What follows belongs to an exercise in optimizing a design on an open flow for small area, a short achievable clock period and few clock cycles per item; a production flow would make more cautious choices.
RTL that was checked went through simulation tests only; none was proved equivalent to the original.
Function not checked in runs 6 to 10: the RTL went through the layout flow alone.
No activity file was given, so power comes from the tool's default toggle rates.

==> design.v <==
`timescale 1ns / 1ps
package scit_pkg;
	localparam int NUM_SECTORS = 256;
	localparam int IDX_W       = $clog2(NUM_SECTORS);
	localparam int CNT_W       = IDX_W;
	localparam int CMD_W    = 2;
	localparam int SECTOR_W = 8;
	localparam int ID_W     = 32;
	typedef logic [CMD_W-1:0] cmd_code_t;
	localparam cmd_code_t CMD_SET   = 2'd0;
	localparam cmd_code_t CMD_QUERY = 2'd1;
	localparam cmd_code_t CMD_INIT  = 2'd2;
endpackage
`timescale 1ns / 1ps
module scit_ctrl
(
	input  logic clk,
	input  logic arst_n,
	input  logic in_valid,
	output logic in_stall,
	output logic out_valid,
	input  logic out_stall,
	output logic load
);
	logic out_valid_q;
	assign in_stall  = out_valid_q && out_stall;
	assign load      = !in_stall;
	assign out_valid = out_valid_q;
	always_ff @(posedge clk or negedge arst_n) begin
		if (!arst_n)
			out_valid_q <= 1'b0;
		else
			out_valid_q <= in_valid || in_stall;
	end
endmodule
`timescale 1ns / 1ps
module scit_dp
(
	input  logic                          clk,
	input  logic                          arst_n,
	input  logic                          accept,
	input  logic                          load,
	input  logic                          cfg_we,
	input  logic [scit_pkg::ID_W-1:0]     cfg_wdata,
	input  logic [scit_pkg::CMD_W-1:0]    command,
	input  logic [scit_pkg::SECTOR_W-1:0] sector,
	input  logic [scit_pkg::ID_W-1:0]     change_id,
	output logic [scit_pkg::ID_W-1:0]     sector_id,
	output logic                          cleared,
	output logic                          all_done,
	output logic                          bad_sector
);
	localparam int NS = scit_pkg::NUM_SECTORS;
	logic [scit_pkg::ID_W-1:0]  min_id_q;
	logic [scit_pkg::ID_W-1:0]  cur_id_q;
	logic                       pend_v_q;
	logic [NS-1:0]              raw_q;
	logic [scit_pkg::CNT_W-1:0] cnt_q;
	logic qflag_q;
	logic cleared_q;
	logic all_done_q;
	logic is_set, is_query, is_init;
	logic newer, same, init_ok;
	logic pend_s;
	logic set_all, clr_en, hit;
	logic [15:0] dec_hi, dec_lo;
	assign is_set   = (command == scit_pkg::CMD_SET);
	assign is_query = (command == scit_pkg::CMD_QUERY);
	assign is_init  = (command == scit_pkg::CMD_INIT);
	assign newer   = (change_id > cur_id_q);
	assign same    = (change_id == cur_id_q);
	assign init_ok = (cur_id_q <= min_id_q);
	assign pend_s  = pend_v_q && raw_q[sector];
	assign set_all = accept && is_set && newer;
	assign clr_en  = accept && is_set && (newer || same);
	assign hit     = is_set && same && pend_s;
	always_comb begin
		dec_hi = '0;
		dec_lo = '0;
		dec_hi[sector[7:4]] = clr_en;
		dec_lo[sector[3:0]] = 1'b1;
	end
	always_ff @(posedge clk) begin
		for (int i = 0; i < NS; i++)
			raw_q[i] <= (set_all || raw_q[i]) && !(dec_hi[i/16] && dec_lo[i%16]);
		if (set_all)
			cnt_q <= '1;
		else if (accept && hit)
			cnt_q <= cnt_q - 1'b1;
		if (load) begin
			qflag_q    <= is_query && !pend_s;
			cleared_q  <= is_set && (newer || (same && pend_s));
			all_done_q <= hit && (cnt_q == scit_pkg::CNT_W'(1));
		end
	end
	always_ff @(posedge clk or negedge arst_n) begin
		if (!arst_n) begin
			min_id_q <= '0;
			cur_id_q <= '0;
			pend_v_q <= 1'b0;
		end else begin
			if (cfg_we)
				min_id_q <= cfg_wdata;
			if (set_all) begin
				cur_id_q <= change_id;
				pend_v_q <= 1'b1;
			end else if (accept && is_init && init_ok) begin
				cur_id_q <= min_id_q;
				pend_v_q <= 1'b0;
			end
		end
	end
	assign sector_id  = qflag_q ? cur_id_q : '0;
	assign cleared    = cleared_q;
	assign all_done   = all_done_q;
	assign bad_sector = 1'b0;
endmodule
`timescale 1ns / 1ps
module sector_change_id_tracker
(
	input  logic                          clk,
	input  logic                          arst_n,
	input  logic                          cfg_we,
	input  logic [scit_pkg::ID_W-1:0]     cfg_wdata,
	input  logic                          in_valid,
	output logic                          in_stall,
	input  logic [scit_pkg::CMD_W-1:0]    command,
	input  logic [scit_pkg::SECTOR_W-1:0] sector,
	input  logic [scit_pkg::ID_W-1:0]     change_id,
	output logic                          out_valid,
	input  logic                          out_stall,
	output logic [scit_pkg::ID_W-1:0]     sector_id,
	output logic                          cleared,
	output logic                          all_done,
	output logic                          bad_sector
);
	logic load;
	scit_ctrl u_ctrl (
		.clk       (clk),
		.arst_n    (arst_n),
		.in_valid  (in_valid),
		.in_stall  (in_stall),
		.out_valid (out_valid),
		.out_stall (out_stall),
		.load      (load)
	);
	scit_dp u_dp (
		.clk        (clk),
		.arst_n     (arst_n),
		.accept     (in_valid && load),
		.load       (load),
		.cfg_we     (cfg_we),
		.cfg_wdata  (cfg_wdata),
		.command    (command),
		.sector     (sector),
		.change_id  (change_id),
		.sector_id  (sector_id),
		.cleared    (cleared),
		.all_done   (all_done),
		.bad_sector (bad_sector)
	);
endmodule
==> run.sh <==
#!/bin/bash
# synth_recipe.tcl (not shown) runs the flow's synth.tcl, then flattens the netlist and writes it again
# the make line also repeats each setting of config.mk as NAME=value (left out here)
make -C /OpenROAD-flow-scripts/flow DESIGN_CONFIG=/design/flow/config.mk WORK_HOME=/design/flow/orfs CLKGATE_MAP_FILE= SYNTH_SCRIPT=/design/flow/synth_recipe.tcl finish
==> config.mk <==
export PLATFORM = sky130hd
export DESIGN_NAME = sector_change_id_tracker
export DESIGN_NICKNAME = sector_change_id_tracker
export VERILOG_FILES = /design/flow/design.v
export SDC_FILE = /design/flow/constraint.sdc
export NUM_CORES = 4
export LEC_CHECK = 0
export CAP_MARGIN = 20
export CORE_MARGIN = 2
export CORE_UTILIZATION = 65
export PLACE_DENSITY = 0.75
export SETUP_SLACK_MARGIN = 1.5
export SLEW_MARGIN = 20
==> constraint.sdc <==
create_clock -name core_clock -period 4.0 [get_ports {clk}]
set_input_delay 0.8000 -clock core_clock [delete_from_list [all_inputs] [get_ports {clk}]]
set_output_delay 0.8000 -clock core_clock [all_outputs]
set_load 0.01 [all_outputs]
==> run summary, run 1 <==
outcome stopped before the end; Failed at clock tree synthesis (4_1_cts); Log Error [ERROR DPL-0038] Utilization greater than 100%, impossible to legalize; Setup Fix Bufs, Post-CTS approximately 120; Final Wtd Congestion between 0.9 and 1; FFs w/ async S/R, synth approximately 20%; die height 159 um; Synth area leader dfxtp_1; maximum clock path buffer count 3; sequential element share of the synthesized area 44.9%; die width 159 um; net count after synthesis 1607; Gate Count Post-Synth 1457; Yosys reg bits 333; placed insts 1853; Post-Syn Area 15700 sq um; initial core utilization 66.5%; area fraction of the dominant cell type after synthesis approximately a third; Hold Buf Count CTS 0; number of synthesized flops with an enable pin 3; PortBufs around 110; Syn Area/Cell 10.7 sq um; Ports between 100 and 150; top_reg_cell synth dfxtp_1; # resized after CTS 584; DP HPWL ~30 mm; clk sink count 333; CTS buffer count 35; H-tree depth 2; FP Rows 56; synth unique cells slightly below 70; Warnings, synthesis 2; clock root buffer clkbuf_16; synth top area cells dfxtp_1 (34%), a2bb2oi_1 (14%), dfrtp_1 (11%)
-- how the worst min path moves through the flow --
stage | startpoint | to | slack [ns] | cells after the start
after global placement | u_dp.raw_q[10] | u_dp.raw_q[10] | 0.43 | 2
after floorplan | u_dp.raw_q[10] | u_dp.raw_q[10] | 0.42 | 2
after detailed placement | u_dp.raw_q[14] | u_dp.raw_q[14] | 0.44 | 2
-- cell families after synthesis --
family,after synthesis,synth area share (%)
AOI/OAI and AO/OA,448,22.3
xor gates and xnor gates,3,0.168
adders and majority gates,71,5.67
buffers and inverters,206,5.61
DFF,333,44.9
muxes,149,13.4
other,1,0.0240
and+or+nand+nor,246,7.98
-- through the flow --
stage          power (mW)  instance area [sq um]  hold WS [ns]  setup WS, ns
3_3_place_gp         9.84                  17900         0.427         0.279
3_5_place_dp         10.0                  17900         0.436         0.230
2_1_floorplan        8.79                  16600         0.418         0.994
-- power by group through the flow --
stage / Combinational [mW] / Sequential, mW / Clock [mW]
2_1_floorplan: 3.34 / 5.46 / 0
3_5_place_dp: 4.31 / 5.73 / 0
3_3_place_gp: 4.14 / 5.69 / 0
-- Yosys cell counts (all sizes together), types with 3 or more instances --
| library cell | number |
|---|---|
| or3 | 7 |
| nor4 | 5 |
| nand2b | 11 |
| and3 | 5 |
| inv | 90 |
| o21ai | 56 |
| a21oi | 27 |
| nand3 | 9 |
| buf | 32 |
| nor2b | 13 |
| mux2 | 32 |
| nor2 | 45 |
| mux4 | 45 |
| ha | 71 |
| a21o | 6 |
| xnor2 | 3 |
| a2bb2oi | 242 |
| a2111oi | 5 |
| o31ai | 4 |
| and2 | 34 |
| o2111ai | 3 |
| a311oi | 3 |
| mux2i | 72 |
| and4 | 4 |
| o221ai | 4 |
| clkbuf | 83 |
| a22o | 8 |
| o21a | 5 |
| dfxtp | 264 |
| a31oi | 26 |
| o22ai | 17 |
| edfxtp | 3 |
| or2 | 3 |
| nand2 | 69 |
| dfrtp | 66 |
| a32oi | 14 |
| nand4 | 17 |
| nor3 | 18 |
| a22oi | 9 |
Testbench counts, summed over its fixed seeds: cycles 32,776, items 32,768.
==> run 2, diff against run 1 <==
--- a/config.mk
+++ b/config.mk
@@ -5,9 +5,10 @@
 export SDC_FILE = /design/flow/constraint.sdc
 export NUM_CORES = 4
 export LEC_CHECK = 0
+export ABC_CLOCK_PERIOD_IN_PS = 1500
 export CAP_MARGIN = 20
 export CORE_MARGIN = 2
 export CORE_UTILIZATION = 65
 export PLACE_DENSITY = 0.75
-export SETUP_SLACK_MARGIN = 1.5
+export SETUP_SLACK_MARGIN = 2.2
 export SLEW_MARGIN = 20
==> run 2 against run 1 <==
Compared with the run above: the run again fails in clock tree synthesis (4_1_cts); synthesized cell count unchanged; area after synthesis is the same.
==> run summary, run 2 <==
Yosys reg bits 333; pre-CTS setup slack 0.105 ns; sequential element share of the synthesized area 44.9%; Failed at clock tree synthesis (4_1_cts); Warnings, synthesis 2; Post-Syn Area approximately 16000 sq um; net count after synthesis 1607; Final Wtd Congestion 0.998; synth unique cells around 70; Ports 116; area fraction of the dominant cell type after synthesis 33.8%; Synth area leader dfxtp_1; Commonest cells post-synth dfxtp_1 (264), a2bb2oi_1 (242), inv_1 (90); Syn Area/Cell 10.7 sq um; outcome stopped before the end; initial core utilization 66.5%; H-tree depth 2; CTS buffer count 35; Log Error [ERROR DPL-0038] Utilization greater than 100%, impossible to legalize; top_reg_cell synth dfxtp_1; DP HPWL 30.6 mm; FFs w/ async S/R, synth 19.8%; # resized after CTS about 690; most common cell in the netlist dfxtp_1; clk sink count 333; die width 159 um; Setup Fix Bufs, Post-CTS slightly below 100; FP Rows 56; die height 159 um; synth top area cells dfxtp_1 (34%), a2bb2oi_1 (14%), dfrtp_1 (11%); maximum clock path buffer count 3; PortBufs 114; Gate Count Post-Synth approximately 1500; number of synthesized flops with an enable pin 3; Hold Buf Count CTS 0; clock root buffer clkbuf_16
-- run 2: cell counts after synthesis --
Identical to the previous run, type by type.
-- run 2: worst max-delay path by stage --
stage	depth (start not counted)	startpoint	end	slack (ns)
after floorplan	9	sector[0]	u_dp.cleared_q	0.99
after global placement	9	sector[1]	u_dp.cleared_q	0.13
after detailed placement	9	sector[1]	u_dp.cleared_q	0.11
-- run 2: kinds of logic after synthesis --
kind of cell / after synthesis / share of synthesized area (%)
other cells: 1 / 0.0240
buf+inv: 206 / 5.61
simple gates: 246 / 7.98
mux: 149 / 13.4
flops: 333 / 44.9
xor+xnor: 3 / 0.168
compound gates: 448 / 22.3
fa+ha+maj: 71 / 5.67
-- run 2: per-stage QoR --
step           cells  area, sq um  hold WS, ns
2_1_floorplan   1457        16600        0.418
3_3_place_gp    1846        17900        0.426
3_5_place_dp    1846        17900        0.439
-- run 2: power by group through the flow --
stage	logic (mW)	clock network [mW]	registers, mW
after floorplan	3.34	0	5.46
after detailed placement	4.34	0	5.73
after global placement	4.19	0	5.68
==> run 3, diff against run 2 <==
==> config.mk (replaced) <==
export PLATFORM = sky130hd
export DESIGN_NAME = sector_change_id_tracker
export DESIGN_NICKNAME = sector_change_id_tracker
export VERILOG_FILES = /design/flow/design.v
export SDC_FILE = /design/flow/constraint.sdc
export NUM_CORES = 4
export LEC_CHECK = 0
export CAP_MARGIN = 20
export CORE_MARGIN = 2
export CORE_UTILIZATION = 55
export SETUP_SLACK_MARGIN = 1.5
export SLEW_MARGIN = 20
export TNS_END_PERCENT = 0
==> run 3 against run 2 <==
Compared with the run above: now clean on timing, DRC and antenna; area after synthesis stayed put; synthesized cell count stayed put.
==> run summary, run 3 <==
leak pwr 8.92 nW; Hold Buf Count CTS 0; maximum clock path buffer count 3; setup_tns 0 ns; Gate Count Post-Synth 1457; initial antenna violation count 0; final wirelength 50.4 mm; Syn Area/Cell 10.7 sq um; outcome timing/DRC/antenna clean; NumNets Final 1790; clock root buffer clkbuf_16; f_max 334 MHz; most common cell in the netlist dfxtp_1; clk sink count 333; fin cells around 2000; CTS clock-pin slew for the worst setup and hold paths ~0.070 ns; max-slew violations 0; CP Launch Type input port; Warnings, synthesis 2; H-tree depth 2; first-pass GRT wire length 77.4 mm; Worst Hold Depth 2; fin crit share 74.7%; max reg flops 256; post-route minimum period 2.99 ns; top_reg_cell synth dfxtp_1; Yosys reg bits between 300 and 400; most frequent cells in the layout dfxtp_1 (264), a2bb2oi_1 (203), inv_1 (86); DP HPWL 29.7 mm; Max FO, Critical Path 18; FP Rows 61; antenna cells 0; vias in the first global route 13100; CP dominant cell by count o21ai_1; die area 29800 sq um; utilization after layout 74.5%; RR Endpoint u_dp.raw_q[40]; crit path capture type flip-flop; unrepaired setup endpoints after global routing true; placed insts 1909; area fraction of the dominant cell type after synthesis approximately a third; die height 173 um; vias per inst 6.45; TritonCTS clock tree yes; Worst Hold Endpoint u_dp.raw_q[15]; DR WL/cell 24.6 um; RR Startpoint u_dp.cur_id_q[1]; WP data arrival 3.41 ns; die width 173 um; initial DRC count between 1000 and 1500; Largest regs u_dp.raw_q x256, u_dp.cur_id_q x32, u_dp.min_id_q x32; DRC 0; Final Setup Violations 0; Core ar. 27900 sq um; Synth area leader dfxtp_1; Req. time, crit path 4.42 ns; synth unique cells slightly below 70; Critical Path, Cell by Cell buf_2 > buf_12 > mux4_2 > a22o_1 > o21ai_1 > o31ai_1 > a311o_2 > o2111a_2 > a31oi_1 > o21ai_1; Crit Path Class input port to flip-flop; PwrDens 678 nW/um^2; Clock Skew 0.0239 ns; Final Wtd Congestion about 0.9; Reg2Reg Setup Slack 1.02 ns; GR Overflow Total 0; commonest non-fill, non-tap cell in the layout dfxtp_1; Final Instance Area roughly 21000 sq um; Final Hold Vio Count 0; ratio of cells with drive above 1 in the final layout 25.1%; total number of vias 13200; r2r worst-path depth 17; synth top area cells dfxtp_1 (34%), a2bb2oi_1 (14%), dfrtp_1 (11%); sequential element share of the synthesized area between 40 and 50%; placed cell area 17600 sq um; crit-path max cell delay 0.47 ns; initial core utilization 56.0%; VDD IR max 0.000426 V; CP max-delay cell a311o_2; worst hold start u_dp.raw_q[15]; Slew @ Worst Pin 1.02 ns; largest net degree at the start of global routing 67; Tot Pwr 14.1 mW; Largest Register u_dp.raw_q; PortBufs 114; ANT nets after route 0; GR Util All Layers 32.8%; net count after synthesis 1607; Worst Hold Slack 0.443 ns; pre-CTS setup slack roughly 0.2 ns; number of synthesized flops with an enable pin 3; Ports 116; Final WS setup 1.01 ns; # Max-Cap Violations 0; Area Growth Syn to Fin 32.9%; clock latency on the worst-skew pair 0.53 ns; FFs w/ async S/R, synth about a fifth; Rel. slew slack 32.1%; CTS buffer count 36; drt pass-1 iters 6; Post-Syn Area 15700 sq um; Commonest cells post-synth dfxtp_1 (264), a2bb2oi_1 (242), inv_1 (90); worst min path class flip-flop to flip-flop
[run 3: cell counts after synthesis]
No cell type changed its count.
[run 3: worst max-delay path by stage]
stage                              from              end  slack, ns  cells after the start
after floorplan               sector[0]   u_dp.cleared_q       0.99                      9
after global placement     change_id[1]  u_dp.raw_q[219]       0.26                     12
after detailed placement   change_id[1]  u_dp.raw_q[213]       0.20                     12
after CTS                 change_id[19]  u_dp.raw_q[142]       1.06                     15
after global routing      change_id[28]  u_dp.raw_q[113]       0.94                     15
final                         sector[2]    u_dp.cnt_q[5]       1.01                     10
[run 3: final cells by class]
class	instances	area [sq um]
fillers	1943	7120
flip-flops and latches	333	7030
repair buffers	259	3110
well taps	378	473
clock buffers	54	1100
clock inverters	10	136
inverters	91	345
multi-input cells	919	8610
[run 3: logic make-up (layout without fill, tap and decap cells)]
kind of cell    Yosys count  count (layout)  share of synthesized area [%]
compound gates          448             449                           22.3
flops                   333             333                           44.9
simple gates            246             246                           7.98
buf+inv                 206             414                           5.61
mux                     149             149                           13.4
fa+ha+maj                71              71                           5.67
xor+xnor                  3               3                          0.168
other cells               1               1                         0.0240
[run 3: layer usage]
| layer | routed length (um) | vias up | track usage, % |
|---|---|---|---|
| met5 | 0 | - | 0 |
| met4 | 2260 | 0 | 14.0 |
| met3 | 3920 | 154 | 5.52 |
| met2 | 23000 | 613 | 52.6 |
| met1 | 21200 | 6518 | 44.0 |
| li1 | - | 5893 | - |
[run 3: power breakdown]
part / internal (mW) / switching, mW
registers: 4.85 / 0.932
clock network: 2.10 / 1.38
logic: 2.83 / 2.01
[run 3: worst max-delay path, delay by kind of cell]
family | cells | cell delay, ns
compound gates | 7 | 1.61
buf+inv | 2 | 0.67
mux | 1 | 0.32
[run 3: what timing repair did]
| item | CTS | global route |
|---|---|---|
| setup endpoints to repair | 333 | 333 |
| gates resized for setup | 135 | 73 |
| buffers inserted | 45 | 3 |
| pin swaps | 38 | 28 |
| gates cloned | 19 | 4 |
==> run 4, diff against run 3 <==
--- a/config.mk
+++ b/config.mk
@@ -5,9 +5,10 @@
 export SDC_FILE = /design/flow/constraint.sdc
 export NUM_CORES = 4
 export LEC_CHECK = 0
+export ABC_CLOCK_PERIOD_IN_PS = 2500
 export CAP_MARGIN = 20
 export CORE_MARGIN = 2
 export CORE_UTILIZATION = 55
-export SETUP_SLACK_MARGIN = 1.5
+export SETUP_SLACK_MARGIN = 1.0
 export SLEW_MARGIN = 20
 export TNS_END_PERCENT = 0
==> run 4 against run 3 <==
Compared with the run above: still clean; non-clock buffer count shrank 37; sequential power shrank 1%; combinational power shrank 11%; worst setup slack lost 0.14 ns; critical path depth grew 1; power shrank 4.4%; wire length shrank 8.1%; final cell count shrank 1.7%; sequential share of layout area grew 2.4 points; highest routed layer unchanged.
==> run summary, run 4 <==
initial antenna violation count 0; total number of vias between 10000 and 15000; WP data arrival 3.57 ns; Final Setup Violations 0; top_reg_cell synth dfxtp_1; Clock Skew roughly 0.021 ns; H-tree depth 2; leak pwr 8.39 nW; Flop pwr share between 40 and 50%; Largest Register u_dp.raw_q; clock latency on the worst-skew pair 0.52 ns; worst min path class input port to asynchronous set/reset pin; first-pass GRT wire length roughly 71 mm; DRC 0; antenna cells 0; Slew @ Worst Pin 0.660 ns; ratio of cells with drive above 1 in the final layout 17.9%; CTS buffer count 37; die width 173 um; GR Overflow Total 0; crit path capture type flip-flop; vias per inst 6.28; Req. time, crit path 4.45 ns; clock root buffer clkbuf_16; CTS clock-pin slew for the worst setup and hold paths about 0.060 ns; VDD IR max 0.000501 V; Area Growth Syn to Fin 24.2%; vias in the first global route about 12000; f_max 320 MHz; RR Startpoint u_dp.cur_id_q[29]; Syn Area/Cell approximately 11 sq um; fin crit share between 70% and 80%; Gate Count Post-Synth 1457; synth unique cells 69; Crit Path Class input port to flip-flop; Largest regs u_dp.raw_q x256, u_dp.cur_id_q x32, u_dp.min_id_q x32; die area 29800 sq um; initial core utilization 56.0%; combinational power share 31.8%; PwrDens 693 nW/um^2; area fraction of the dominant cell type after synthesis 33.8%; FFs w/ async S/R, synth about a fifth; Final Hold Vio Count 0; max-slew violations 0; ANT nets after route 0; drt pass-1 iters 5; synth top area cells dfxtp_1 (34%), a2bb2oi_1 (14%), dfrtp_1 (11%); CP dominant cell by count buf_4; Yosys reg bits 333; crit path buf inv count 3; crit-path max cell delay 0.49 ns; most frequent cells in the layout dfxtp_1 (264), a2bb2oi_1 (242), clkdlybuf4s50_1 (108); r2r worst-path depth 11; Synth area leader dfxtp_1; die height 173 um; Ports ~120; final wirelength 46.3 mm; Rel. slew slack 55.8%; initial DRC count 1051; RR Endpoint u_dp.cur_id_q[1]; max reg flops 256; Post-Syn Area 15700 sq um; DR WL/cell roughly 23 um; setup_tns 0 ns; delay-heaviest family, CP compound AO/OA/AOI/OAI gates; largest net degree at the start of global routing 48; unrepaired setup endpoints after global routing true; net count after synthesis 1607; Int Pwr roughly 9.4 mW; Max FO, Critical Path 13; Critical Path, Cell by Cell clkdlybuf4s50_1 > buf_4 > and2_1 > a22o_1 > o21ai_1 > o21ai_0 > a311o_1 > buf_4 > o2111a_1 > and3_4 > o21ai_2; DP HPWL 30.4 mm; Worst Setup SP sector[3]; maximum clock path buffer count 3; clk sink count roughly 330; TritonCTS clock tree yes; fin cells 2010; NumNets Final 1754; outcome timing/DRC/antenna clean; commonest non-fill, non-tap cell in the layout dfxtp_1; CP max-delay cell clkdlybuf4s50_1; Commonest cells post-synth dfxtp_1 (264), a2bb2oi_1 (242), inv_1 (90); Final Wtd Congestion 0.938; most common cell in the netlist dfxtp_1; FP Rows 61; post-route minimum period 3.13 ns; fill count 2119; Crit path depth 11; PortBufs 114; Clk network pwr share 25.7%; sw frac 30.0%; GR Util All Layers 29.6%; number of synthesized flops with an enable pin 3; placed insts 1929; # Max-Cap Violations 0; Core ar. about 28000 sq um; CP Launch Type input port; Reg2Reg Setup Slack 1.06 ns; net load switching power ~4 mW; Warnings, synthesis 2; sequential element share of the synthesized area 44.9%
run 4: how the worst max path moves through the flow:
| stage | to | slack [ns] |
|---|---|---|
| 2_1_floorplan | u_dp.raw_q[5] | 0.97 |
| 3_3_place_gp | u_dp.cleared_q | 0.20 |
| 3_5_place_dp | u_dp.cnt_q[7] | 0.21 |
| 4_1_cts | u_dp.cnt_q[2] | 0.82 |
| 5_1_grt | u_dp.cnt_q[1] | 0.85 |
| 6_report | u_dp.cnt_q[1] | 0.87 |
run 4: logic make-up after synthesis:
logic type / after synthesis / share of synthesized area, %
flip-flops: 333 / 44.9
other: 1 / 0.0240
multiplexers: 149 / 13.4
AND/OR/NAND/NOR: 246 / 7.98
adder cells (fa/ha/maj): 71 / 5.67
buffers and inverters: 206 / 5.61
AO/OA/AOI/OAI: 448 / 22.3
XOR/XNOR: 3 / 0.168
run 4: what timing repair did:
item / 4_1_cts / 5_1_grt
setup buffers: 1 / 6
cloned: 0 / 7
endpoints found under the setup margin: 329 / 316
gates resized for setup: 4 / 25
pin swaps: 0 / 7
hold buffers: 0 / 0
run 4: final cells by class:
type	instances	area, sq um	share of cell area (%)
Clock buffer	52	1080	5.58
Clock inverter	15	163	0.837
Inverter	91	342	1.76
Multi-Input combinational cell	919	7990	41.1
Sequential cell	333	7030	36.1
Tap cell	378	473	2.43
Timing Repair Buffer	222	2370	12.2
run 4: power by group through the flow:
| stage | Clock (mW) | Combinational [mW] | Sequential, mW |
|---|---|---|---|
| floorplan | 0 | 3.06 | 5.46 |
| global placement | 0 | 4.01 | 5.70 |
| detailed placement | 0 | 4.12 | 5.71 |
| CTS | 3.50 | 4.17 | 5.67 |
| global route | 3.66 | 4.66 | 5.86 |
| finish | 3.47 | 4.29 | 5.72 |
run 4: worst register-to-register path: stages, from the launching register on:
cell and delay, ns:
dfrtp_1 0.40, ha_1 0.32, nand4_1 0.18, nor4_1 0.31, buf_4 0.18, nand2_1 0.10, a311oi_4 0.36, a2111oi_2 0.12
a21oi_4 0.23, clkbuf_16 0.26, mux2i_1 0.10, mux2_2 0.26
run 4: per-stage QoR:
stage / hold WS (ns) / instance area, sq um / util (%) / worst slack [ns] / power, mW
after global routing: 0.300 / 19400 / 69.6 / 0.847 / 14.2
after global placement: 0.425 / 17800 / 63.9 / 0.199 / 9.71
after floorplan: 0.416 / 15700 / - / 0.968 / 8.51
after detailed placement: 0.432 / 17800 / 63.9 / 0.210 / 9.83
after CTS: 0.283 / 19100 / 68.4 / 0.819 / 13.3
final: 0.277 / 19400 / 69.6 / 0.873 / 13.5
run 4: layer usage:
metal	part of all wire, %	up-vias	track usage [%]
met3	5.7	108	4.33
li1	-	5802	-
met1	44	6260	41.0
met5	0	-	0
met4	3.6	0	10.9
met2	46	455	47.5
==> run 5, diff against run 4 <==
==> config.mk (replaced) <==
export PLATFORM = sky130hd
export DESIGN_NAME = sector_change_id_tracker
export DESIGN_NICKNAME = sector_change_id_tracker
export VERILOG_FILES = /design/flow/design.v
export SDC_FILE = /design/flow/constraint.sdc
export NUM_CORES = 4
export LEC_CHECK = 0
export CAP_MARGIN = 20
export CORE_MARGIN = 2
export CORE_UTILIZATION = 40
export SLEW_MARGIN = 20
==> run 5 against run 4 <==
Compared with the run above: clock skew fell by 0.0075 ns; register-to-register slack got worse by 0.42 ns; core utilization fell by 20 points; highest routed layer unchanged; final cell count rose by 6.3%; first-iteration DRC count fell by 15%; hold slack got worse by 0.0080 ns; clock-buffer cell count rose by 2; die area rose by 37%; critical endpoint is now u_dp.cleared_q; global-route usage fell by 6.5 points.
==> run summary, run 5 <==
outcome timing/DRC/antenna clean; vias per inst slightly below 6; DRC 0; most common cell in the netlist dfxtp_1; combinational power share 30.7%; Syn Area/Cell 10.7 sq um; CTS clock-pin slew for the worst setup and hold paths 0.06 ns; Largest Register u_dp.raw_q; die area 40700 sq um; fin crit share roughly 88%; Final Wtd Congestion 0.926; drt pass-1 iters 5; Core ar. 38600 sq um; Crit Path Class input port to flip-flop; FP Rows 72; Hold Buf Count CTS 0; Warnings, synthesis 2; initial core utilization 40.5%; max-slew violations 0; VDD IR max 0.000447 V; antenna cells 0; Clk network pwr share 27.4%; f_max 283 MHz; largest family of logic cells by synthesized area compound AO/OA/AOI/OAI gates; Final Hold Vio Count 0; sw frac 29.4%; number of synthesized flops with an enable pin 3; utilization after layout 50.0%; pre-CTS setup slack -0.0468 ns; H-tree depth 2; top_reg_cell synth dfxtp_1; commonest non-fill, non-tap cell in the layout dfxtp_1; Clock Skew about 0.013 ns; PwrDens 706 nW/um^2; clk sink count 333; Req. time, crit path 4.29 ns; net count after synthesis 1607; TritonCTS clock tree yes; worst min path class input port to asynchronous set/reset pin; initial antenna violation count 0; Multi-input gate area 7880 sq um; synth top area cells dfxtp_1 (34%), a2bb2oi_1 (14%), dfrtp_1 (11%); sequential element share of the synthesized area 44.9%; die height 202 um; first-pass GRT wire length 74.5 mm; setup_tns 0 ns; unrepaired setup endpoints after global routing false; Tot Pwr 13.6 mW; # resized after CTS 0; # Max-Cap Violations 0; Ports 116; Synth Area in Simple Gates 7.98%; die width 202 um; synth unique cells 69; max reg flops 256; FFs w/ async S/R, synth about a fifth; most frequent cells in the layout dfxtp_1 (264), a2bb2oi_1 (242), clkdlybuf4s50_1 (110); Final WS setup 0.463 ns; register area around 7000 sq um; Post-Syn Area approximately 16000 sq um; post-route minimum period 3.54 ns; Commonest cells post-synth dfxtp_1 (264), a2bb2oi_1 (242), inv_1 (90); CTS buffer count 37; Setup Fix Bufs, Post-CTS 0; vias in the first global route 12400; Compound-Gate Fraction of Synth Area 22.3%; Final Setup Violations 0; initial DRC count 894; r2r worst-path depth 9; Synth Area in XOR/XNOR 0.168%; NumNets Final 1740; adder-cell area share of the yosys netlist 5.67%; PortBufs 114; Yosys reg bits roughly 330; clock latency on the worst-skew pair 0.54 ns; Flop pwr share 41.9%; GR Util All Layers a little under a quarter; final wirelength around 47 mm; Slew @ Worst Pin 1.00 ns; Synth area leader dfxtp_1; ANT nets after route 0; post-synthesis mux area share between 10 and 15%; Largest regs u_dp.raw_q x256, u_dp.cur_id_q x32, u_dp.min_id_q x32; clock root buffer clkbuf_16; net load switching power 4.01 mW; Rel. slew slack between 30% and 40%; fill count 3420; maximum clock path buffer count 3; DR WL/cell 22.0 um; Worst Hold Slack about 0.27 ns; Gate Count Post-Synth 1457; WP data arrival 3.82 ns; total number of vias 12400; crit path capture type flip-flop; DP HPWL approximately 32 mm; Max FO, Critical Path 21; Int Pwr slightly below 10 mW; GR Overflow Total 0; largest net degree at the start of global routing 59; leak pwr 8.26 nW; CP Launch Type input port; Area Growth Syn to Fin 23.3%; area fraction of the dominant cell type after synthesis approximately a third; ratio of cells with drive above 1 in the final layout ~16%
## run 5: cell counts after synthesis
Identical to the previous run, type by type.
## run 5: final cells by class
class	instances	share of cell area, %
inverter	91	1.77
tap	518	3.36
multi-input combinational	918	40.8
timing repair buffer	209	10.8
sequential	333	36.4
clock buffer	54	5.82
clock inverter	13	1.13
## run 5: logic make-up (layout without fill, tap and decap cells)
logic type               Yosys count  count (layout)
buffers and inverters            206             367
AND/OR/NAND/NOR                  246             246
multiplexers                     149             149
other                              1               1
XOR/XNOR                           3               3
AO/OA/AOI/OAI                    448             448
flip-flops                       333             333
adder cells (fa/ha/maj)           71              71
## run 5: critical path: stages
cell and delay, ns:
buf_4 0.36, buf_4 0.25, mux4_2 0.50, a22o_1 0.23, o21ai_0 0.47, o21ai_0 0.25
a311o_1 0.41, o2111a_1 0.30, o21a_1 0.24
## run 5: power groups by stage
| stage | clock (mW) | combinational (mW) | sequential [mW] |
|---|---|---|---|
| floorplan | 0 | 3.04 | 5.46 |
| global placement | 0 | 4.08 | 5.71 |
| detailed placement | 0 | 4.16 | 5.72 |
| CTS | 3.81 | 4.19 | 5.68 |
| global route | 3.94 | 4.60 | 5.88 |
| finish | 3.73 | 4.19 | 5.71 |
## run 5: final timing paths
path / start / to / slack [ns]
hold / removal: arst_n / u_dp.cur_id_q[18] / 0.27
setup / recovery: sector[0] / u_dp.cleared_q / 0.46
min in group core_clock: u_dp.raw_q[13] / u_dp.raw_q[13] / 0.44
hold reg to reg: u_dp.raw_q[13] / u_dp.raw_q[13] / 0.44
max in group asynchronous: arst_n / u_dp.min_id_q[17] / 2.97
setup reg to reg: u_dp.cur_id_q[12] / u_dp.cur_id_q[26] / 0.64
## run 5: metrics by stage
| step | std cells | area (sq um) |
|---|---|---|
| after floorplan | 1457 | 15700 |
| after CTS | 2136 | 19300 |
| after detailed placement | 2069 | 18000 |
| after global placement | 2069 | 18000 |
| after global routing | 2136 | 19300 |
| final | 2136 | 19300 |
## run 5: metal layers
layer  track usage (%)  routed length (um)  part of all wire, %  up-vias
met3              3.50                2570                  5.5       70
li1                  -                   -                    -     5765
met5                 0                   0                    0        -
met2              36.2               21500                   46      385
met4              6.83                1130                  2.4        0
met1              33.0               21900                   46     6152
==> run 6, diff against run 5 <==
--- a/design.v
+++ b/design.v
@@ -56,6 +56,8 @@
 	logic                       pend_v_q;
 	logic [NS-1:0]              raw_q;
 	logic [scit_pkg::CNT_W-1:0] cnt_q;
+	logic                       hit_q;
+	logic                       last_q;
 	logic qflag_q;
 	logic cleared_q;
 	logic all_done_q;
@@ -64,6 +66,7 @@
 	logic pend_s;
 	logic set_all, clr_en, hit;
 	logic [15:0] dec_hi, dec_lo;
+	assign last_q = hit_q ? (cnt_q == scit_pkg::CNT_W'(2)) : (cnt_q == scit_pkg::CNT_W'(1));
 	assign is_set   = (command == scit_pkg::CMD_SET);
 	assign is_query = (command == scit_pkg::CMD_QUERY);
 	assign is_init  = (command == scit_pkg::CMD_INIT);
@@ -85,12 +88,13 @@
 			raw_q[i] <= (set_all || raw_q[i]) && !(dec_hi[i/16] && dec_lo[i%16]);
 		if (set_all)
 			cnt_q <= '1;
-		else if (accept && hit)
-			cnt_q <= cnt_q - 1'b1;
+		else
+			cnt_q <= cnt_q - scit_pkg::CNT_W'(hit_q);
+		hit_q <= accept && hit;
 		if (load) begin
 			qflag_q    <= is_query && !pend_s;
 			cleared_q  <= is_set && (newer || (same && pend_s));
-			all_done_q <= hit && (cnt_q == scit_pkg::CNT_W'(1));
+			all_done_q <= hit && last_q;
 		end
 	end
 	always_ff @(posedge clk or negedge arst_n) begin
--- a/config.mk
+++ b/config.mk
@@ -7,5 +7,7 @@
 export LEC_CHECK = 0
 export CAP_MARGIN = 20
 export CORE_MARGIN = 2
-export CORE_UTILIZATION = 40
+export CORE_UTILIZATION = 55
+export SETUP_SLACK_MARGIN = 1.8
 export SLEW_MARGIN = 20
+export TNS_END_PERCENT = 0
==> run 6 against run 5 <==
Compared with the run above: combinational power rose by 6.2%; final area is 5.0% higher; first-iteration DRC count grew 47%; via count up 8.8%; clock skew rose by 0.026 ns; clock power shrank 3%; hold slack improved by 0.20 ns; clock-buffer cell count is 2 lower.
==> run summary, run 6 <==
outcome timing/DRC/antenna clean; antenna cells 0; CTS clock-pin slew for the worst setup and hold paths ~0.060 ns; DP HPWL 30.1 mm; Commonest cells post-synth dfxtp_1 (265), nor2_1 (143), o22a_1 (126); max reg flops 256; clk sink count 334; worst min path class flip-flop to flip-flop; f_max around 360 MHz; Tot Pwr 13.5 mW; vias per inst 6.36; Final Setup Violations 0; Largest Register u_dp.raw_q; Ports around 120; die area 29700 sq um; Yosys reg bits approximately 330; max-slew violations 0; Clk network pwr share 26.7%; first-pass GRT wire length about 73 mm; die width ~170 um; Clock Skew 0.0399 ns; drt pass-1 iters 6; GR Util All Layers 32.6%; vias in the first global route 12500; sequential element share of the synthesized area 45.2%; final wirelength between 50 and 60 mm; NumNets Final 1864; Req. time, crit path 4.29 ns; clock root buffer clkbuf_16; placed insts 1999; CP Launch Type input port; initial DRC count 1314; Synth area leader dfxtp_1; WP data arrival slightly above 3 ns; fin crit share 68.9%; PortBufs 114; combinational power share 32.9%; initial core utilization 56.0%; Int Pwr 9.27 mW; DRC 0; Core ar. 27900 sq um; CP max-delay cell mux4_2; unrepaired setup endpoints after global routing true; fin cells roughly 2100; largest net degree at the start of global routing 67; r2r worst-path depth 12; sw frac about a third; area fraction of the dominant cell type after synthesis 34.0%; Post-Syn Area 15600 sq um; crit-path max cell delay a little over 0.5 ns; GR Overflow Total 0; fill count 2078; most common cell in the netlist dfxtp_1; Critical Path, Cell by Cell buf_16 > buf_16 > mux4_2 > nor3_1 > nor4_1 > o311a_1 > a22oi_2 > buf_6 > nor4_4 > a31o_1; H-tree depth 2; clock latency on the worst-skew pair 0.56 ns; ANT nets after route 0; Rel. slew slack 40.6%; Final Wtd Congestion a little under 1; Syn Area/Cell between 10 and 15 sq um; most frequent cells in the layout dfxtp_1 (265), nor2_1 (140), o22a_1 (126); Largest regs u_dp.raw_q x256, u_dp.cur_id_q x32, u_dp.min_id_q x32; synth unique cells 63; Gate Count Post-Synth 1554; maximum clock path buffer count 3; Area Growth Syn to Fin 30.1%; total number of vias 13500; Worst Hold Depth 1; Hold Buf Count CTS 0; Warnings, synthesis 2; # Max-Cap Violations 0; CTS buffer count 36; initial antenna violation count 1; VDD IR max 0.000468 V; Final Hold Vio Count 0; Slew @ Worst Pin roughly 0.89 ns; commonest non-fill, non-tap cell in the layout dfxtp_1; leak pwr 8.28 nW; Crit Path Class input port to flip-flop; CP dominant cell by count buf_16; crit path capture type flip-flop; setup_tns 0 ns; number of synthesized flops with an enable pin 3; FFs w/ async S/R, synth 19.8%; TritonCTS clock tree yes; Flop pwr share approximately two fifths; net load switching power 4.27 mW; DR WL/cell 24.3 um; net count after synthesis 1704; Max FO, Critical Path 18; PwrDens 667 nW/um^2; ratio of cells with drive above 1 in the final layout 20.4%; die height approximately 170 um; post-route minimum period 2.75 ns; synth top area cells dfxtp_1 (34%), dfrtp_1 (11%), o22a_1 (7.1%); top_reg_cell synth dfxtp_1; FP Rows 61
[run 6: cell count changes in the layout (fill, tap and decap cells not counted), moves of 34 or more]
cell             previous run  this run
o22a_1                      2       126
clkdlybuf4s50_1           110        76
a2bb2oi_1                 242         0
nor2_1                     45       140
a31oi_1                    12        82
[run 6: cell families after synthesis]
group           after synthesis  share of synthesized area [%]
simple gates                427                           13.1
compound gates              430                           20.9
buf+inv                     194                           5.16
flops                       334                           45.2
mux                          90                           9.48
fa+ha+maj                    71                           5.70
other cells                   1                         0.0240
xor+xnor                      7                          0.393
[run 6: layout make-up]
type / count / area [sq um] / area share [%]
repair buffers: 237 / 2850 / 14.0
inverters: 78 / 293 / 1.44
clock inverters: 11 / 183 / 0.901
well taps: 378 / 473 / 2.33
multi-input cells: 1027 / 8320 / 41.0
clock buffers: 52 / 1130 / 5.56
flip-flops and latches: 334 / 7050 / 34.7
[run 6: per-stage QoR]
step           util [%]  instance area [sq um]  hold slack, ns  setup slack [ns]
2_1_floorplan         -                  15700           0.441              1.19
3_3_place_gp       62.7                  17500           0.447            0.0851
3_5_place_dp       62.7                  17500           0.456           -0.0250
4_1_cts            69.7                  19400           0.470              1.11
5_1_grt            72.8                  20300           0.484              1.20
6_report           72.8                  20300           0.469              1.25
[run 6: path summary, 6_finish.rpt]
path / start / endpoint / slack (ns)
max in group asynchronous: arst_n / u_dp.cur_id_q[10] / 2.94
max reg2reg: u_dp.cur_id_q[22] / u_dp.raw_q[59] / 1.33
min reg2reg: u_dp.raw_q[178] / u_dp.raw_q[178] / 0.47
min: u_dp.raw_q[178] / u_dp.raw_q[178] / 0.47
min in group asynchronous: arst_n / u_dp.min_id_q[22] / 0.48
max: sector[1] / u_dp.cleared_q / 1.25
[run 6: power by group through the flow]
stage	Sequential [mW]	Combinational [mW]	Clock, mW
6_report	5.48	4.45	3.61
5_1_grt	5.60	4.82	3.76
4_1_cts	5.43	4.05	3.63
3_5_place_dp	5.49	3.83	0
3_3_place_gp	5.44	3.74	0
2_1_floorplan	5.25	2.84	0
[run 6: worst max-delay path, delay by kind of cell]
kind,cells,cell delay (ns)
AO/OA/AOI/OAI,3,0.75
buffers and inverters,3,0.50
multiplexers,1,0.51
AND/OR/NAND/NOR,3,0.44
[run 6: metal layers]
layer / vias up / routed length (um) / global-route usage (%)
met4: 0 / 2090 / 14.3
met1: 6693 / 20600 / 42.4
met5: - / 0 / 0
li1: 6072 / - / -
met2: 571 / 24800 / 54.7
met3: 120 / 3860 / 4.05
[run 6: repair_timing]
item / 4_1_cts / 5_1_grt
pin swaps: 23 / 31
setup buffers: 14 / 21
gates resized for setup: 64 / 110
cloned: 10 / 10
setup endpoints to repair: 336 / 337
==> run 7, diff against run 6 <==
--- a/config.mk
+++ b/config.mk
@@ -8,6 +8,6 @@
 export CAP_MARGIN = 20
 export CORE_MARGIN = 2
 export CORE_UTILIZATION = 55
-export SETUP_SLACK_MARGIN = 1.8
+export SETUP_SLACK_MARGIN = 1.0
 export SLEW_MARGIN = 20
 export TNS_END_PERCENT = 0
==> run 7 against run 6 <==
Compared with the run above: register-to-register slack got worse by 0.08 ns; core utilization decreased by 3.5 points; sequential share of layout area up 1.8 points; clock power shrank 5%; first-iteration DRC count decreased by 5.3%; clock-buffer cell count up 1.
==> run summary, run 7 <==
outcome timing/DRC/antenna clean; die width 172 um; Post-Syn Area 15600 sq um; f_max 329 MHz; Syn Area/Cell approximately 10 sq um; clock latency on the worst-skew pair 0.54 ns; PwrDens around 680 nW/um^2; first-pass GRT wire length between 70 and 80 mm; combinational power share 31.7%; Largest regs u_dp.raw_q x256, u_dp.cur_id_q x32, u_dp.min_id_q x32; number of synthesized flops with an enable pin 3; clk sink count 334; DR WL/cell 23.2 um; Clk network pwr share 26.4%; utilization after layout 69.3%; Worst Setup SP sector[4]; clock root buffer clkbuf_16; max-slew violations 0; Worst Hold Slack roughly 0.37 ns; net count after synthesis ~1700; unrepaired setup endpoints after global routing true; vias per inst 6.30; Largest Register u_dp.raw_q; NumNets Final 1840; commonest non-fill, non-tap cell in the layout dfxtp_1; Final Setup Violations 0; worst min path class input port to asynchronous set/reset pin; die area around 30000 sq um; GR Util All Layers 31.2%; WP data arrival 3.47 ns; most frequent cells in the layout dfxtp_1 (265), nor2_1 (142), o22a_1 (126); Int Pwr 8.92 mW; FP Rows 61; ANT nets after route 0; total number of vias between 10000 and 15000; Crit Path Class input port to flip-flop; VDD IR max 0.000521 V; antenna cells 0; ratio of cells with drive above 1 in the final layout 15.9%; leak pwr 7.72 nW; area fraction of the dominant cell type after synthesis 34.0%; net load switching power 4.14 mW; TritonCTS clock tree yes; maximum clock path buffer count 3; Clock Skew 0.0259 ns; RR Startpoint u_dp.cur_id_q[15]; FFs w/ async S/R, synth 19.8%; Tot Pwr 13.1 mW; sequential element share of the synthesized area 45.2%; Yosys reg bits approximately 330; Final Hold Vio Count 0; Max FO, Critical Path 9; DP HPWL between 30 and 40 mm; vias in the first global route 12400; Req. time, crit path 4.42 ns; Warnings, synthesis 2; initial DRC count 1244; initial antenna violation count 1; CTS buffer count 37; Ports 116; top_reg_cell synth dfxtp_1; Gate Count Post-Synth between 1500 and 2000; Core ar. 27900 sq um; Commonest cells post-synth dfxtp_1 (265), nor2_1 (143), o22a_1 (126); GR Overflow Total 0; Rel. slew slack 28.5%; drt pass-1 iters 5; PortBufs ~110; Flop pwr share a little over two fifths; post-route minimum period 3.04 ns; synth top area cells dfxtp_1 (34%), dfrtp_1 (11%), o22a_1 (7.1%); H-tree depth 2; DRC 0; CP Launch Type input port; sw frac about a third; crit path capture type flip-flop; CTS clock-pin slew for the worst setup and hold paths ~0.060 ns; # Max-Cap Violations 0; final wirelength 48.5 mm; Hold Buf Count CTS 0; initial core utilization 56.0%; largest net degree at the start of global routing 65; most common cell in the netlist dfxtp_1; Slew @ Worst Pin 1.07 ns; setup_tns 0 ns; max reg flops ~260; synth unique cells 63; fin crit share approximately 76%; Synth area leader dfxtp_1; Area Growth Syn to Fin 23.8%; die height 172 um; Final Wtd Congestion 1.03
-- run 7: cell counts after synthesis --
No cell type changed its count.
-- run 7: power by group through the flow --
| stage | combinational (mW) | clock, mW | sequential, mW |
|---|---|---|---|
| floorplan | 2.82 | 0 | 5.25 |
| global placement | 3.83 | 0 | 5.45 |
| detailed placement | 3.92 | 0 | 5.50 |
| CTS | 3.98 | 3.48 | 5.44 |
| global route | 4.53 | 3.61 | 5.61 |
| finish | 4.13 | 3.44 | 5.48 |
-- run 7: kinds of logic (layout without fill, tap and decap cells) --
| kind of cell | after synthesis | after routing | synth area share [%] |
|---|---|---|---|
| xor+xnor | 7 | 7 | 0.393 |
| mux | 90 | 90 | 9.48 |
| buf+inv | 194 | 357 | 5.16 |
| fa+ha+maj | 71 | 71 | 5.70 |
| compound gates | 430 | 430 | 20.9 |
| flops | 334 | 334 | 45.2 |
| other cells | 1 | 1 | 0.0240 |
| simple gates | 427 | 427 | 13.1 |
-- run 7: metrics by stage --
| step | std cells | setup WS (ns) | cell area, sq um |
|---|---|---|---|
| CTS | 2077 | 0.947 | 18900 |
| global placement | 2010 | 0.206 | 17600 |
| global route | 2095 | 0.859 | 19300 |
| detailed placement | 2010 | 0.175 | 17600 |
| finish | 2095 | 0.956 | 19300 |
| floorplan | 1554 | 1.03 | 15600 |
-- run 7: cell type report --
| cell class | count | area [sq um] |
|---|---|---|
| clock buffer | 53 | 1120 |
| clock inverter | 13 | 125 |
| fill | 2166 | 8550 |
| inverter | 78 | 293 |
| multi-input combinational | 1026 | 7930 |
| sequential | 334 | 7050 |
| tap | 378 | 473 |
| timing repair buffer | 213 | 2330 |
-- run 7: critical path: stages --
cell and delay (ns):
clkdlybuf4s50_1 0.52, inv_1 0.14, ha_1 0.24, nor2b_1 0.15
and2_1 0.23, nor2b_1 0.31, and2_1 0.36, nand2_1 0.32
o32a_1 0.39
-- run 7: metal layers --
| layer | global-route usage (%) | routed length [um] | share of wire [%] |
|---|---|---|---|
| met1 | 40.5 | 20000 | 41 |
| met3 | 5.52 | 3660 | 7.5 |
| met2 | 51.8 | 22900 | 47 |
| met4 | 12.9 | 1940 | 4.0 |
| met5 | 0 | 0 | 0 |
-- run 7: timing repair --
item                                    in CTS  in global routing
cloned                                       0                  9
endpoints found under the setup margin     295                296
pin swaps                                    1                 16
setup buffers                                1                  9
gates resized for setup                     14                 25
-- run 7: final timing paths --
kind                                endpoint  slack [ns]  depth (start not counted)
max                          u_dp.raw_q[100]        0.96                          9
min                        u_dp.cur_id_q[22]        0.37                          1
max in group asynchronous  u_dp.cur_id_q[10]        2.67                          2
min in group core_clock       u_dp.raw_q[66]        0.47                          1
min reg2reg                   u_dp.raw_q[66]        0.47                          1
max reg2reg                    u_dp.cnt_q[6]        1.25                         12
==> run 8, diff against run 7 <==
--- a/config.mk
+++ b/config.mk
@@ -8,6 +8,6 @@
 export CAP_MARGIN = 20
 export CORE_MARGIN = 2
 export CORE_UTILIZATION = 55
-export SETUP_SLACK_MARGIN = 1.0
+export SETUP_SLACK_MARGIN = 2.5
 export SLEW_MARGIN = 20
 export TNS_END_PERCENT = 0
==> run 8 against run 7 <==
Compared with the run above: clock power is 5% higher; synthesized cell count is the same; critical path depth increased by 1; clock-buffer cell count down 1; fmax grew 11%; still clean on timing, DRC and antenna; non-clock buffer count is 24 higher; highest routed layer unchanged; register-to-register slack gained 0.08 ns; flip-flop and latch count is the same; critical endpoint is now u_dp.cleared_q; clock skew grew 0.014 ns.
==> run summary, run 8 <==
DP HPWL 30.1 mm; maximum clock path buffer count 3; initial core utilization 56.0%; Area Growth Syn to Fin 30.1%; DR WL/cell 24.3 um; ANT nets after route 0; number of synthesized flops with an enable pin 3; Largest regs u_dp.raw_q x256, u_dp.cur_id_q x32, u_dp.min_id_q x32; synth top area cells dfxtp_1 (34%), dfrtp_1 (11%), o22a_1 (7.1%); crit path buf inv count 3; Worst Hold Slack 0.469 ns; unrepaired setup endpoints after global routing true; clock root buffer clkbuf_16; Final Setup Violations 0; largest net degree at the start of global routing 67; CTS buffer count 36; die height 172 um; CP max-delay cell mux4_2; delay-heaviest family, CP compound AO/OA/AOI/OAI gates; Commonest cells post-synth dfxtp_1 (265), nor2_1 (143), o22a_1 (126); PortBufs 114; PwrDens ~670 nW/um^2; Final Hold Vio Count 0; Rel. slew slack between 40% and 50%; fin crit share approximately 69%; Tot Pwr 13.5 mW; # Max-Cap Violations 0; CP dominant cell by count buf_16; met1 WL 20.6 mm; DRC 0; Final Wtd Congestion approximately 0.96; CP Launch Type input port; Largest Register u_dp.raw_q; H-tree depth 2; top_reg_cell synth dfxtp_1; Post-Syn Area 15600 sq um; initial DRC count 1314; Reg2Reg Setup Slack 1.33 ns; pre-CTS setup slack -0.0250 ns; sequential element share of the synthesized area a little under half; TritonCTS clock tree yes; Final WS setup 1.25 ns; crit path capture type flip-flop; Warnings, synthesis 2; vias per inst 6.36; final wirelength 51.4 mm; crit-path max cell delay 0.51 ns; drt pass-1 iters 6; area fraction of the dominant cell type after synthesis between 30% and 40%; fill count 2078; first-pass GRT wire length 73.2 mm; CTS clock-pin slew for the worst setup and hold paths 0.06 ns; clock latency on the worst-skew pair 0.56 ns; Req. time, crit path 4.29 ns; commonest non-fill, non-tap cell in the layout dfxtp_1; Ports 116; most frequent cells in the layout dfxtp_1 (265), nor2_1 (140), o22a_1 (126); max reg flops roughly 260; Gate Count Post-Synth 1554; VDD IR max 0.000468 V; Synth area leader dfxtp_1; clk sink count 334; ratio of cells with drive above 1 in the final layout 20.4%; met3 WL ~3.9 mm; Crit Path Class input port to flip-flop; die width 172 um; NumNets Final 1864; most common cell in the netlist dfxtp_1; antenna cells 0; die area 29700 sq um; Clock Skew approximately 0.040 ns; Hold Buf Count CTS 0; WP data arrival approximately 3.1 ns; GR Overflow Total 0; leak pwr roughly 8.3 nW; vias in the first global route about 12000; max-slew violations 0; GR Util All Layers around a third; Core ar. 27900 sq um; FP Rows 61; Critical Path, Cell by Cell buf_16 > buf_16 > mux4_2 > nor3_1 > nor4_1 > o311a_1 > a22oi_2 > buf_6 > nor4_4 > a31o_1; Yosys reg bits approximately 330; post-route minimum period 2.75 ns; net count after synthesis ~1700; outcome timing/DRC/antenna clean; synth unique cells 63; Max FO, Critical Path 18; initial antenna violation count 1; Met2 Routed Length 24.8 mm; setup_tns 0 ns; Highest Signal Layer met4; Syn Area/Cell about 10 sq um; Slew @ Worst Pin 0.890 ns; f_max 363 MHz; total number of vias 13500; worst min path class flip-flop to flip-flop; FFs w/ async S/R, synth 19.8%
[run 8: cell counts after synthesis]
Identical to the previous run, type by type.
[run 8: cell families after synthesis]
kind of cell	Yosys count	synth area share, %
adders and majority gates	71	5.70
DFF	334	45.2
and+or+nand+nor	427	13.1
other	1	0.0240
muxes	90	9.48
AOI/OAI and AO/OA	430	20.9
buffers and inverters	194	5.16
xor gates and xnor gates	7	0.393
[run 8: through the flow]
step | area (sq um) | util [%] | cells
after CTS | 19400 | 69.7 | 2086
after global placement | 17500 | 62.7 | 1999
after global routing | 20300 | 72.8 | 2117
after floorplan | 15700 | - | 1554
final | 20300 | 72.8 | 2117
after detailed placement | 17500 | 62.7 | 1999
[run 8: report_power, final]
group	switching, mW	leakage, nW	total [mW]	internal (mW)
clock network	1.43	0.645	3.61	2.18
logic	2.04	4.64	4.45	2.41
registers	0.801	2.99	5.48	4.68
[run 8: worst paths after layout]
check / start / to / cells past startpoint
worst max register to register: u_dp.cur_id_q[22] / u_dp.raw_q[59] / 12
min in group asynchronous: arst_n / u_dp.min_id_q[22] / 2
worst max-delay path: sector[1] / u_dp.cleared_q / 10
worst min register to register: u_dp.raw_q[178] / u_dp.raw_q[178] / 1
max in group asynchronous: arst_n / u_dp.cur_id_q[10] / 2
worst min-delay path: u_dp.raw_q[178] / u_dp.raw_q[178] / 1
[run 8: what timing repair did]
item | in CTS | in global routing
gates resized for setup | 64 | 110
cloned | 10 | 10
endpoints found under the hold margin | 0 | 0
endpoints found under the setup margin | 338 | 353
pin swaps | 23 | 31
buffers inserted | 14 | 21
[run 8: area by class of cell]
class                      count  area [sq um]  area share (%)
clock inverter                11           183           0.901
multi-input combinational   1027          8320            41.0
tap                          378           473            2.33
timing repair buffer         237          2850            14.0
sequential                   334          7050            34.7
inverter                      78           293            1.44
clock buffer                  52          1130            5.56
[run 8: per-layer routing]
metal | vias to the layer above | track usage (%)
met2 | 571 | 54.7
met4 | 0 | 14.3
li1 | 6072 | -
met1 | 6693 | 42.4
met3 | 120 | 4.05
met5 | - | 0
[run 8: worst reg2reg max path: cells and delay by family, from the launching register on]
| kind | cells | cell delay [ns] |
|---|---|---|
| AO/OA/AOI/OAI | 3 | 0.60 |
| adder cells (fa/ha/maj) | 1 | 0.28 |
| buffers and inverters | 5 | 0.78 |
| flip-flops | 1 | 0.42 |
| AND/OR/NAND/NOR | 3 | 0.55 |
==> run 9, diff against run 8 <==
==> flow/run.sh (new file) <==
#!/bin/bash
# The standard layout (the standard.sh, standard synthesis unchanged), with
# the port buffers made from buf_2 cells instead of the delay buffers that
# buffer_ports picks by default. The full make output goes to standard.log.
set -euo pipefail
bash standard.sh "BUFFER_PORTS_ARGS=-buffer_cell sky130_fd_sc_hd__buf_2" finish > standard.log 2>&1
==> standard.sh (new file) <==
#!/bin/bash
# synth_recipe.tcl (not shown) runs the flow's synth.tcl, then flattens the netlist and writes it again
# the make line also repeats each setting of config.mk as NAME=value (left out here)
make -C /OpenROAD-flow-scripts/flow DESIGN_CONFIG=/design/flow/config.mk WORK_HOME=/design/flow/orfs CLKGATE_MAP_FILE= SYNTH_SCRIPT=/design/flow/synth_recipe.tcl "${@:-finish}"
--- a/config.mk
+++ b/config.mk
@@ -8,6 +8,6 @@
 export CAP_MARGIN = 20
 export CORE_MARGIN = 2
 export CORE_UTILIZATION = 55
-export SETUP_SLACK_MARGIN = 2.5
+export SETUP_SLACK_MARGIN = 1.8
 export SLEW_MARGIN = 20
 export TNS_END_PERCENT = 0
removed: run.sh
==> run 9 against run 8 <==
Compared with the run above: still clean on timing, DRC and antenna; final cell count down 0.33%; first-iteration DRC count down 0.53%; worst setup slack better by 0.0057 ns; critical path depth unchanged; critical endpoint is now u_dp.all_done_q.
==> run summary, run 9 <==
outcome timing/DRC/antenna clean; GR Overflow Total 0; Gate Count Post-Synth around 1600; fin crit share approximately 69%; Area Growth Syn to Fin 23.3%; CP max-delay cell nor4_1; antenna cells 0; clock root buffer clkbuf_16; initial DRC count 1307; sw frac 31.5%; Req. time, crit path 4.40 ns; vias per inst 6.33; first-pass GRT wire length between 70 and 80 mm; Worst Hold Slack 0.149 ns; Final Instance Area 19200 sq um; Flop pwr share 41.3%; clock latency on the worst-skew pair 0.54 ns; f_max 364 MHz; Final Hold Vio Count 0; drt pass-1 iters 5; Crit Path Class input port to flip-flop; CP dominant cell by count buf_4; Rel. slew slack 51.4%; Largest regs u_dp.raw_q x256, u_dp.cur_id_q x32, u_dp.min_id_q x32; unrepaired setup endpoints after global routing true; Max FO, Critical Path 19; largest net degree at the start of global routing between 60 and 70; PwrDens 688 nW/um^2; NumNets Final 1855; worst min path class input port to asynchronous set/reset pin; number of synthesized flops with an enable pin 3; vias in the first global route 12500; VDD IR max 0.000466 V; PortBufs 114; Clk network pwr share 26.9%; Largest Register u_dp.raw_q; combinational power share approximately a third; max-slew violations 0; Worst Setup SP sector[2]; GR Util All Layers around a third; RR Startpoint u_dp.cur_id_q[25]; Warnings, synthesis 2; CTS clock-pin slew for the worst setup and hold paths 0.06 ns; DR WL/cell 23.5 um; DRC 0; Post-Syn Area approximately 16000 sq um; Final Wtd Congestion 0.935; die area 29700 sq um; top_reg_cell synth dfxtp_1; FP Rows 61; initial antenna violation count 0; Final Setup Violations 0; Synth area leader dfxtp_1; die height between 150 and 200 um; net count after synthesis about 1700; final wirelength 49.5 mm; placed cell area ~17000 sq um; fin cells 2110; H-tree depth 2; Hold Buf Count CTS 0; clk sink count between 300 and 400; synth top area cells dfxtp_1 (34%), dfrtp_1 (11%), o22a_1 (7.1%); post-route minimum period between 2 and 3 ns; # Max-Cap Violations 0; Int Pwr 9.06 mW; Yosys reg bits 334; CP Launch Type input port; most frequent cells in the layout dfxtp_1 (265), nor2_1 (139), o22a_1 (126); placed insts 1988; sequential element share of the synthesized area roughly 45%; commonest non-fill, non-tap cell in the layout dfxtp_1; Core ar. 27900 sq um; net load switching power 4.17 mW; synth unique cells 63; max reg flops 256; area fraction of the dominant cell type after synthesis between 30% and 40%; Commonest cells post-synth dfxtp_1 (265), nor2_1 (143), o22a_1 (126); crit-path max cell delay 0.66 ns; CTS buffer count 38; Ports 116; Critical Path, Cell by Cell buf_4 > buf_4 > nand2_1 > o22ai_1 > nor4_1 > a211o_1 > a22oi_2 > buf_6 > nor4_4 > and3_1; die width 172 um; setup_tns 0 ns; total number of vias 13400; initial core utilization 56.0%; DP HPWL 30.4 mm; Slew @ Worst Pin 0.722 ns; FFs w/ async S/R, synth 19.8%; ANT nets after route 0; leak pwr roughly 8.0 nW; TritonCTS clock tree yes; Clock Skew about 0.025 ns; crit path capture type flip-flop; ratio of cells with drive above 1 in the final layout 24.9%; most common cell in the netlist dfxtp_1; maximum clock path buffer count 3; WP data arrival 3.14 ns; Syn Area/Cell 10.0 sq um
[run 9: cell counts after synthesis]
Identical to the previous run, type by type.
[run 9: worst max-delay path, delay by kind of cell]
kind	cells	cell delay [ns]
buf+inv	3	0.59
compound gates	3	0.43
simple gates	4	1.29
[run 9: worst paths after layout]
check / to / slack, ns / cells after the start
max: u_dp.all_done_q / 1.25 / 10
min: u_dp.cur_id_q[23] / 0.15 / 1
max reg2reg: u_dp.raw_q[68] / 1.31 / 11
min reg2reg: u_dp.raw_q[244] / 0.47 / 1
max in group asynchronous: u_dp.min_id_q[4] / 3.02 / 2
min in group core_clock: u_dp.raw_q[244] / 0.47 / 1
[run 9: per-stage QoR]
stage / utilization, % / worst slack [ns] / power (mW)
floorplan: - / 1.19 / 8.08
global placement: 60.2 / 0.297 / 9.05
detailed placement: 60.2 / 0.248 / 9.18
CTS: 67.2 / 1.30 / 12.9
global route: 69.0 / 1.21 / 13.9
finish: 69.0 / 1.25 / 13.2
[run 9: cell families (layout without fill, tap and decap cells)]
group | count (synthesis) | in the layout | share of synthesized area [%]
other | 1 | 1 | 0.0240
muxes | 90 | 90 | 9.48
DFF | 334 | 334 | 45.2
buffers and inverters | 194 | 370 | 5.16
AOI/OAI and AO/OA | 430 | 430 | 20.9
xor gates and xnor gates | 7 | 7 | 0.393
adders and majority gates | 71 | 71 | 5.70
and+or+nand+nor | 427 | 429 | 13.1
[run 9: area by class of cell]
cell class,instances,area (sq um)
inverters,78,293
fillers,2225,8630
clock buffers,59,1190
flip-flops and latches,334,7050
well taps,378,473
clock inverters,8,113
multi-input cells,1028,8120
repair buffers,225,1990
[run 9: what timing repair did]
item	CTS	global route
pin swaps	16	16
buffers inserted	25	17
gates resized for setup	61	46
endpoints found under the setup margin	334	334
gates cloned	5	8
[run 9: power groups by stage]
stage	clock network (mW)	registers [mW]	logic [mW]
finish	3.55	5.46	4.21
global route	3.74	5.60	4.61
floorplan	0	5.25	2.84
detailed placement	0	5.51	3.67
global placement	0	5.46	3.59
CTS	3.60	5.43	3.87
[run 9: layer usage]
layer  vias up  GRT usage [%]  routed length [um]
li1       6053              -                   -
met5         -              0                   0
met1      6553           41.4               20300
met4         0           13.3                2160
met3       134           4.69                3740
met2       622           53.7               23300
==> run 10, diff against run 9 <==
--- a/config.mk
+++ b/config.mk
@@ -8,6 +8,7 @@
 export CAP_MARGIN = 20
 export CORE_MARGIN = 2
 export CORE_UTILIZATION = 55
+export CTS_BUF_LIST = sky130_fd_sc_hd__clkbuf_8
 export SETUP_SLACK_MARGIN = 1.8
 export SLEW_MARGIN = 20
 export TNS_END_PERCENT = 0
==> run 10 against run 9 <==
Compared with the run above: area after synthesis unchanged; hold slack worse by 0.079 ns; wire length up 3.0%; highest routed layer unchanged; sequential share of layout area down 0.35 points; die area unchanged; combinational power up 5%; first-iteration DRC count up 2.8%; final area up 0.96%; worst setup slack better by 0.0026 ns; synthesized cell count unchanged; fmax about the same.
==> run summary, run 10 <==
Slew @ Worst Pin 0.699 ns; sequential element share of the synthesized area 45.2%; area fraction of the dominant cell type after synthesis 34.0%; pre-CTS setup slack 0.248 ns; Final Hold Vio Count 0; CTS clock-pin slew for the worst setup and hold paths 0.06 ns; ratio of cells with drive above 1 in the final layout 26.9%; Final Wtd Congestion between 0.9 and 1; FFs w/ async S/R, synth a little under 20%; crit path capture type flip-flop; RR Startpoint u_dp.cur_id_q[27]; post-synthesis mux area share a little under a tenth; GR Util All Layers ~33%; CTS buffer count 54; commonest non-fill, non-tap cell in the layout dfxtp_1; Core ar. 27900 sq um; die width 172 um; Crit Path Class input port to flip-flop; Yosys reg bits 334; initial antenna violation count 0; initial core utilization 56.0%; worst min path class input port to asynchronous set/reset pin; largest family of logic cells by synthesized area compound AO/OA/AOI/OAI gates; H-tree depth 2; largest net degree at the start of global routing 72; vias in the first global route 12900; DR WL/cell 23.6 um; Synth Area in Simple Gates a little over an eighth; Final WS setup around 1.3 ns; number of synthesized flops with an enable pin 3; # Max-Cap Violations 0; setup_tns 0 ns; leak pwr 8.13 nW; max reg flops 256; DRC 0; CP Launch Type input port; Synth Area in XOR/XNOR 0.393%; most frequent cells in the layout dfxtp_1 (265), nor2_1 (137), o22a_1 (126); adder-cell area share of the yosys netlist 5.70%; synth unique cells between 60 and 70; final wirelength about 51 mm; VDD IR max 0.000394 V; PortBufs between 100 and 150; Worst Setup SP sector[2]; unrepaired setup endpoints after global routing true; Clock Skew about 0.023 ns; first-pass GRT wire length 74.4 mm; NumNets Final 1887; initial DRC count 1343; top_reg_cell synth dfxtp_1; FP Rows 61; net count after synthesis around 1700; Post-Syn Area 15600 sq um; Final Setup Violations 0; TritonCTS clock tree yes; f_max ~360 MHz; antenna cells 0; die height 172 um; most common cell in the netlist dfxtp_1; Commonest cells post-synth dfxtp_1 (265), nor2_1 (143), o22a_1 (126); vias per inst 6.30; Largest regs u_dp.raw_q x256, u_dp.cur_id_q x32, u_dp.min_id_q x32; Gate Count Post-Synth 1554; Compound-Gate Fraction of Synth Area 20.9%; clock root buffer clkbuf_8; Largest Register u_dp.raw_q; Max FO, Critical Path 19; fin crit share approximately 69%; drt pass-1 iters 5; clock latency on the worst-skew pair 0.60 ns; Warnings, synthesis 2; placed insts slightly below 2000; Synth area leader dfxtp_1; synth top area cells dfxtp_1 (34%), dfrtp_1 (11%), o22a_1 (7.1%); Syn Area/Cell around 10 sq um; Rel. slew slack 52.9%; maximum clock path buffer count 3; Ports 116; Tot Pwr 12.9 mW; total number of vias roughly 14000; post-route minimum period 2.75 ns; Req. time, crit path ~4.5 ns; outcome timing/DRC/antenna clean; clk sink count 334; WP data arrival 3.20 ns; ANT nets after route 0; fin cells 2158; Area Growth Syn to Fin 24.5%; placed cell area 16800 sq um; PwrDens 662 nW/um^2; die area 29700 sq um; DP HPWL 30.4 mm; GR Overflow Total 0; Final Instance Area 19400 sq um; max-slew violations 0
[run 10: changes by cell type in the layout (fill, tap and decap cells not counted), sizes merged]
cell,delta
clkinvlp,+1
inv,+19
clkbuf,+11
buf,+14
clkinv,+1
bufbuf,+2
[run 10: area by class of cell]
class / count / area (sq um)
clock buffer: 70 / 963
clock inverter: 29 / 145
fill: 2179 / 8440
inverter: 78 / 293
multi-input combinational: 1028 / 8180
sequential: 334 / 7050
tap: 378 / 473
timing repair buffer: 241 / 2320
[run 10: final timing paths]
path	end	slack [ns]	cells past startpoint
max	u_dp.all_done_q	1.25	10
min	u_dp.cur_id_q[23]	0.07	1
max reg2reg	u_dp.raw_q[147]	1.38	13
min reg2reg	u_dp.raw_q[212]	0.47	1
max in group asynchronous	u_dp.min_id_q[5]	3.07	2
min in group core_clock	u_dp.min_id_q[21]	0.41	3
[run 10: kinds of logic (layout without fill, tap and decap cells)]
| logic type | after synthesis | count (layout) |
|---|---|---|
| buffers and inverters | 194 | 418 |
| other | 1 | 1 |
| adders and majority gates | 71 | 71 |
| xor gates and xnor gates | 7 | 7 |
| and+or+nand+nor | 427 | 429 |
| DFF | 334 | 334 |
| AOI/OAI and AO/OA | 430 | 430 |
| muxes | 90 | 90 |
[run 10: per-stage QoR]
stage / utilization (%) / hold slack (ns)
after global routing: 69.7 / 0.0842
after detailed placement: 60.2 / 0.460
after CTS: 68.1 / 0.0659
after floorplan: - / 0.441
final: 69.7 / 0.0703
after global placement: 60.2 / 0.448
[run 10: report_power, final]
group	internal (mW)	total [mW]	switching [mW]	leakage (nW)
Sequential	4.68	5.45	0.775	2.99
Clock	1.62	3.00	1.37	0.654
Combinational	2.37	4.41	2.04	4.48
Total	8.67	12.9	4.19	8.13
[run 10: routing by layer]
layer | global-route usage (%) | up-vias | part of all wire, %
li1 | - | 6142 | -
met3 | 4.99 | 143 | 7.3
met2 | 55.1 | 614 | 47
met5 | 0 | - | 0
met1 | 42.7 | 6688 | 41
met4 | 14.0 | 0 | 4.4
[run 10: worst max-delay path, stage by stage]
cell and delay [ns]:
buf_4 0.23, buf_4 0.21, nand2_1 0.24, o22ai_1 0.17, nor4_1 0.65, o311a_1 0.28
a22oi_2 0.09, buf_6 0.13, nor4_4 0.19, and3_1 0.19
[run 10: repair_timing]
action,CTS,global route
endpoints found under the hold margin,0,0
hold buffers,0,0
buffers inserted,39,10
gates resized for setup,103,38
pin swaps,23,11
setup endpoints to repair,334,334
gates cloned,11,11

Setup slack of run 10, layout unchanged: 1.254 ns with ideal ports, 1.187 ns with driving cells assumed (clock clkbuf_16, inputs buf_2), 0.545 ns with port delays also shifted by the 0.642 ns mid clock arrival.
